Source: an optimization exercise on an open RTL-to-GDS flow (aim: a short achievable clock period and few clock cycles per item). Production flows keep margins and buffers that such runs may drop.
Only simulation tests tie the RTL to the original design; equivalence was not proved.
Power is estimated from default activity; no workload was simulated.

Setup of old:
## hand_landmark_gesture_tracker_unit
module hand_landmark_gesture_tracker_unit
#(
  parameter int COORD_BITS = COORD_BITS_DEF
) (
  input  logic                          clk_i,
  input  logic                          rst_ni,
  input  logic                          cfg_we_i,
  input  logic [CFG_IDX_W-1:0]          cfg_index_i,
  input  logic [CFG_DATA_W-1:0]         cfg_data_i,
  input  logic                          in_valid_i,
  output logic                          in_stall_o,
  input  logic [1:0]                    func_i,
  input  logic [POINT_IDX_W-1:0]        point_index_i,
  input  logic signed [COORD_BITS-1:0]  point_x_i,
  input  logic signed [COORD_BITS-1:0]  point_y_i,
  input  logic                          last_i,
  output logic                          out_valid_o,
  input  logic                          out_stall_i,
  output logic                          hand_detected_o,
  output logic                          painting_o,
  output logic                          erasing_o,
  output logic [FINGER_W-1:0]           finger_count_o,
  output logic signed [COORD_BITS-1:0]  eraser_x_o,
  output logic signed [COORD_BITS-1:0]  eraser_y_o,
  output logic [RADIUS_W-1:0]           eraser_radius_o,
  output logic                          track_valid_o,
  output logic [DIM_W-1:0]              search_x_o,
  output logic [DIM_W-1:0]              search_y_o,
  output logic [DIM_W-1:0]              search_w_o,
  output logic [DIM_W-1:0]              search_h_o
);
For scale: about 4400 flip-flops, roughly 160 I/O pins, ~0.24 sq mm of cells after synthesis.
export LEC_CHECK = 0
export ABC_CLOCK_PERIOD_IN_PS = 3000
export CAP_MARGIN = 20
export CORE_MARGIN = 2
export CORE_UTILIZATION = 65
export PLACE_DENSITY = 0.75
export SLEW_MARGIN = 20
create_clock -name core_clock -period 13.0 [get_ports {clk_i}]
standard.sh (not shown) runs the stock make flow with config.mk's settings and CLKGATE_MAP_FILE= SYNTH_SCRIPT=/design/flow/synth_recipe.tcl, a recipe that flattens the netlist after the stock synthesis.
==> flow/flow/run.sh <==
#!/bin/bash
set -uo pipefail
bash standard.sh MATCH_CELL_FOOTPRINT=0 SETUP_SLACK_MARGIN=9.5 finish > flow_standard.log 2>&1
Testbench counts of old, summed over its fixed seeds: cycles 15,144, items 15,000.
diff inputs: old => new
diff --git a/flow/design.v b/flow/design.v
--- a/flow/design.v
+++ b/flow/design.v
@@ -138,52 +138,52 @@
   end
   logic alive_q;
   always_ff @(posedge clk_i or negedge rst_ni) begin
     if (!rst_ni) alive_q <= 1'b0;
     else alive_q <= 1'b1;
   end
   logic alive2_q;
   always_ff @(posedge clk_i or negedge rst_ni) begin
     if (!rst_ni) alive2_q <= 1'b0;
     else alive2_q <= alive_q;
   end
-  logic        in_stall_q;
+  logic        ready_q;   
   logic [2:0]  wait_q;
   logic [3:0]  used_q;
   logic        acc, acc_res, take, hazard;
   logic        s1_v, s1_last, s1_st;
   logic [1:0]  s1_func;
   logic [4:0]  s1_idx;
   logic signed [13:0] s1_x, s1_y;
   logic        fire1;
   logic        s2_v, s2_st, s3_v, s3_st, s4_v, s4_st;
   logic [4:0]  s2_idx, s3_idx, s4_idx;
   logic        out_valid_q;
   logic [2:0]  cnt_q;
   logic [2:0]  wait_n;
   logic [3:0]  used_n;
-  assign in_stall_o = in_stall_q;
+  assign in_stall_o = !ready_q;
   assign acc     = in_valid_i && alive2_q && (wait_q == 3'd0) && (used_q < 4'(OUT_DEPTH));
   assign acc_res = acc && ((func_i == 2'd1) || (func_i == 2'd2) || ((func_i == 2'd0) && last_i));
   assign take    = (cnt_q != 3'd0) && !out_stall_i;
   assign hazard  = acc && (func_i == 2'd0) && (point_index_i < 5'd21) &&
                    ((s1_v && s1_st && (s1_idx == point_index_i)) ||
                     (s2_v && s2_st && (s2_idx == point_index_i)) ||
                     (s2b_v && s2b_st && (s2b_idx == point_index_i)) ||
                     (s3_v && s3_st && (s3_idx == point_index_i)));
   assign wait_n  = hazard ? 3'd4 : ((wait_q != 3'd0) ? wait_q - 3'd1 : 3'd0);
   assign used_n  = used_q + {3'd0, acc_res} - {3'd0, take};
   assign fire1   = s1_v && (wait_q == 3'd0);
   always_ff @(posedge clk_i or negedge rst_ni) begin
-    if (!rst_ni) in_stall_q <= 1'b1;
-    else in_stall_q <= !alive_q || (wait_n != 3'd0) || (used_n >= 4'(OUT_DEPTH));
+    if (!rst_ni) ready_q <= 1'b0;
+    else ready_q <= alive_q && (wait_n == 3'd0) && (used_n < 4'(OUT_DEPTH));
   end
   always_ff @(posedge clk_i) begin
     if (!alive_q) begin
       wait_q     <= 3'd0;
       used_q     <= 4'd0;
       s1_v       <= 1'b0;
     end else begin
       wait_q     <= wait_n;
       used_q     <= used_n;
       s1_v       <= acc || (s1_v && !fire1);
     end
[summary]
Across new and old, the outcome is the same: a clean finish for every run. The lower cell area after technology mapping of new and old is in new. Of new and old, the higher met1 routed wirelength after detailed routing belongs to new. Compared with old, placement density in the core of new is higher. Fraction of the mapped netlist area in simple logic gates was lower in the run labelled old. new -> old: largest fanout of any net on the critical path delta 0, exact match. Between old and new, part of the power in the clock network decreased. new has worst hold slack below what old had. Diff old -> new: met2 layer wire length in the routed design dropped 2.8%; global-route met1 utilization higher; clock period minus worst slack now smaller; relative area change from synthesis to final layout saw an increase.
Testbench counts of new, summed over its fixed seeds: cycles 15,144, items 15,000.

* * *

Another version of the RTL of hand_landmark_gesture_tracker_unit (not shown whole).
Size in the first run: ~4600 flip-flops, ~160 I/O pins, roughly 0.24 sq mm of cells after synthesis.
// hand_landmark_gesture_tracker_unit
module hand_landmark_gesture_tracker_unit
#(
  parameter int COORD_BITS = COORD_BITS_DEF
) (
  input  logic                          clk_i,
  input  logic                          rst_ni,
  input  logic                          cfg_we_i,
  input  logic [CFG_IDX_W-1:0]          cfg_index_i,
  input  logic [CFG_DATA_W-1:0]         cfg_data_i,
  input  logic                          in_valid_i,
  output logic                          in_stall_o,
  input  logic [1:0]                    func_i,
  input  logic [POINT_IDX_W-1:0]        point_index_i,
  input  logic signed [COORD_BITS-1:0]  point_x_i,
  input  logic signed [COORD_BITS-1:0]  point_y_i,
  input  logic                          last_i,
  output logic                          out_valid_o,
  input  logic                          out_stall_i,
  output logic                          hand_detected_o,
  output logic                          painting_o,
  output logic                          erasing_o,
  output logic [FINGER_W-1:0]           finger_count_o,
  output logic signed [COORD_BITS-1:0]  eraser_x_o,
  output logic signed [COORD_BITS-1:0]  eraser_y_o,
  output logic [RADIUS_W-1:0]           eraser_radius_o,
  output logic                          track_valid_o,
  output logic [DIM_W-1:0]              search_x_o,
  output logic [DIM_W-1:0]              search_y_o,
  output logic [DIM_W-1:0]              search_w_o,
  output logic [DIM_W-1:0]              search_h_o
);
Settings: LEC_CHECK=0, ABC_CLOCK_PERIOD_IN_PS=3000, CAP_MARGIN=20, CORE_MARGIN=2, CORE_UTILIZATION=50, SLEW_MARGIN=20; clock period 13.0 ns.
==> flow/flow/run.sh <==
#!/bin/bash
set -uo pipefail
bash standard.sh MATCH_CELL_FOOTPRINT=0 SETUP_SLACK_MARGIN=9 finish > flow_standard.log 2>&1
Testbench counts at the start, summed over its fixed seeds: cycles 15,152, items 15,000.
==> next run, changes <==
--- a/flow/design.v
+++ b/flow/design.v
@@ -1310,47 +1310,47 @@
         paint_q <= 1'b0;
         erase_q <= 1'b0;
         tv_q    <= 1'b0;
       end
     end
   end
   logic        r2_v;
   logic        r2_det, r2_paint, r2_erase, r2_tv;
   logic [2:0]  r2_fing;
   logic signed [13:0] r2_ex, r2_ey;
   logic [13:0] r2_rad;
   logic [11:0] r2_sx, r2_sy;
-  logic [14:0] r2_ew, r2_eh;
+  logic [14:0] r2_ew, r2_eh, r2_aw, r2_ah;
   wire  [12:0] r1_sxs = {1'b0, bx_q} - {1'b0, pw_q};
   wire  [12:0] r1_sys = {1'b0, by_q} - {1'b0, ph_q};
   always_ff @(posedge clk_i) begin
     if (!alive_q) r2_v <= 1'b0;
     else r2_v <= r1_v;
   end
   always_ff @(posedge clk_i) begin
     r2_det   <= det_q;
     r2_paint <= det_q && paint_q;
     r2_erase <= det_q && erase_q;
     r2_tv    <= tv_q;
     r2_fing  <= fing_q;
     r2_ex    <= ctr_x_q;
     r2_ey    <= ctr_y_q;
     r2_rad   <= (det_q && erase_q) ? rad_q : 14'd0;
     r2_sx    <= r1_sxs[12] ? 12'd0 : r1_sxs[11:0];
     r2_sy    <= r1_sys[12] ? 12'd0 : r1_sys[11:0];
     r2_ew    <= {3'd0, bw_q} + {2'd0, pw_q, 1'b0};
+    r2_aw    <= r1_sxs[12] ? {3'd0, cfg_w_q} : {3'd0, cfg_w_q} - {3'd0, bx_q} + {3'd0, pw_q};
+    r2_ah    <= r1_sys[12] ? {3'd0, cfg_h_q} : {3'd0, cfg_h_q} - {3'd0, by_q} + {3'd0, ph_q};
     r2_eh    <= {3'd0, bh_q} + {2'd0, ph_q, 1'b0};
   end
-  wire [14:0] r2_aw = {3'd0, cfg_w_q} - {3'd0, r2_sx};
-  wire [14:0] r2_ah = {3'd0, cfg_h_q} - {3'd0, r2_sy};
   wire [14:0] r2_sw = ($signed(r2_aw) < $signed(r2_ew)) ? r2_aw : r2_ew;
   wire [14:0] r2_sh = ($signed(r2_ah) < $signed(r2_eh)) ? r2_ah : r2_eh;
   wire [RES_W-1:0] r2_res = {r2_det, r2_paint, r2_erase, r2_fing, r2_ex, r2_ey, r2_rad, r2_tv,
                              r2_tv ? r2_sx : 12'd0, r2_tv ? r2_sy : 12'd0,
                              (r2_tv && !r2_sw[14]) ? r2_sw[11:0] : 12'd0,
                              (r2_tv && !r2_sh[14]) ? r2_sh[11:0] : 12'd0};
   logic [RES_W-1:0] fifo_q [OUT_DEPTH];
   logic [1:0] wr_ptr_q, rd_ptr_q;
   logic [2:0] cnt_q;
   logic [RES_W-1:0] out_q;
   wire  out_free = !out_valid_q || !out_stall_i;
   wire  fifo_ne  = (cnt_q != 3'd0);
- The new run completed without violations
- register-to-register slack gains 0.51 ns
- wire length decreases slightly
- cell area hardly moves
- via count hardly moves
- critical path depth increases by 4
- sequential power barely changes
- cell count barely changes
- first-iteration DRC count decreases by a few percent
Testbench counts after the change, summed over its fixed seeds: cycles 15,152, items 15,000.

## what the ideal ports hide
The results above use ideal ports. As a check the final layouts listed here were re-extracted and re-timed, cells and wires unchanged. Step 1 assumes that a clkbuf_16 drives the clock port and a buf_2 every other input. Step 2 times the ports against the registers' clock, not the clock port: input delays grow and output delays shrink by t, the midpoint of the rising clock arrivals with the driver on. Three values: ideal, step 1, step 2; two values: the first two.
| run | shift t [ns] | setup slack, ns | worst hold slack (ns) |
|---|---|---|---|
| old | 1.123 | 8.721 / 8.592 / 8.126 | 0.280 / 0.280 / 0.280 |
| new | 1.091 | 8.823 / 8.708 / 8.195 | 0.273 / 0.273 / 0.273 |
| the first run of note 2 | 1.181 | 8.123 / 8.123 / 7.747 | 0.283 / 0.283 / 0.283 |
| the second run of note 2 | 1.139 | 8.634 / 8.578 / 7.952 | 0.280 / 0.280 / 0.280 |
After both steps every run listed still meets setup and hold. The setup slack of the second run of note 2, which loses most, moves by -0.056 ns with the drivers and by -0.682 ns with both steps.
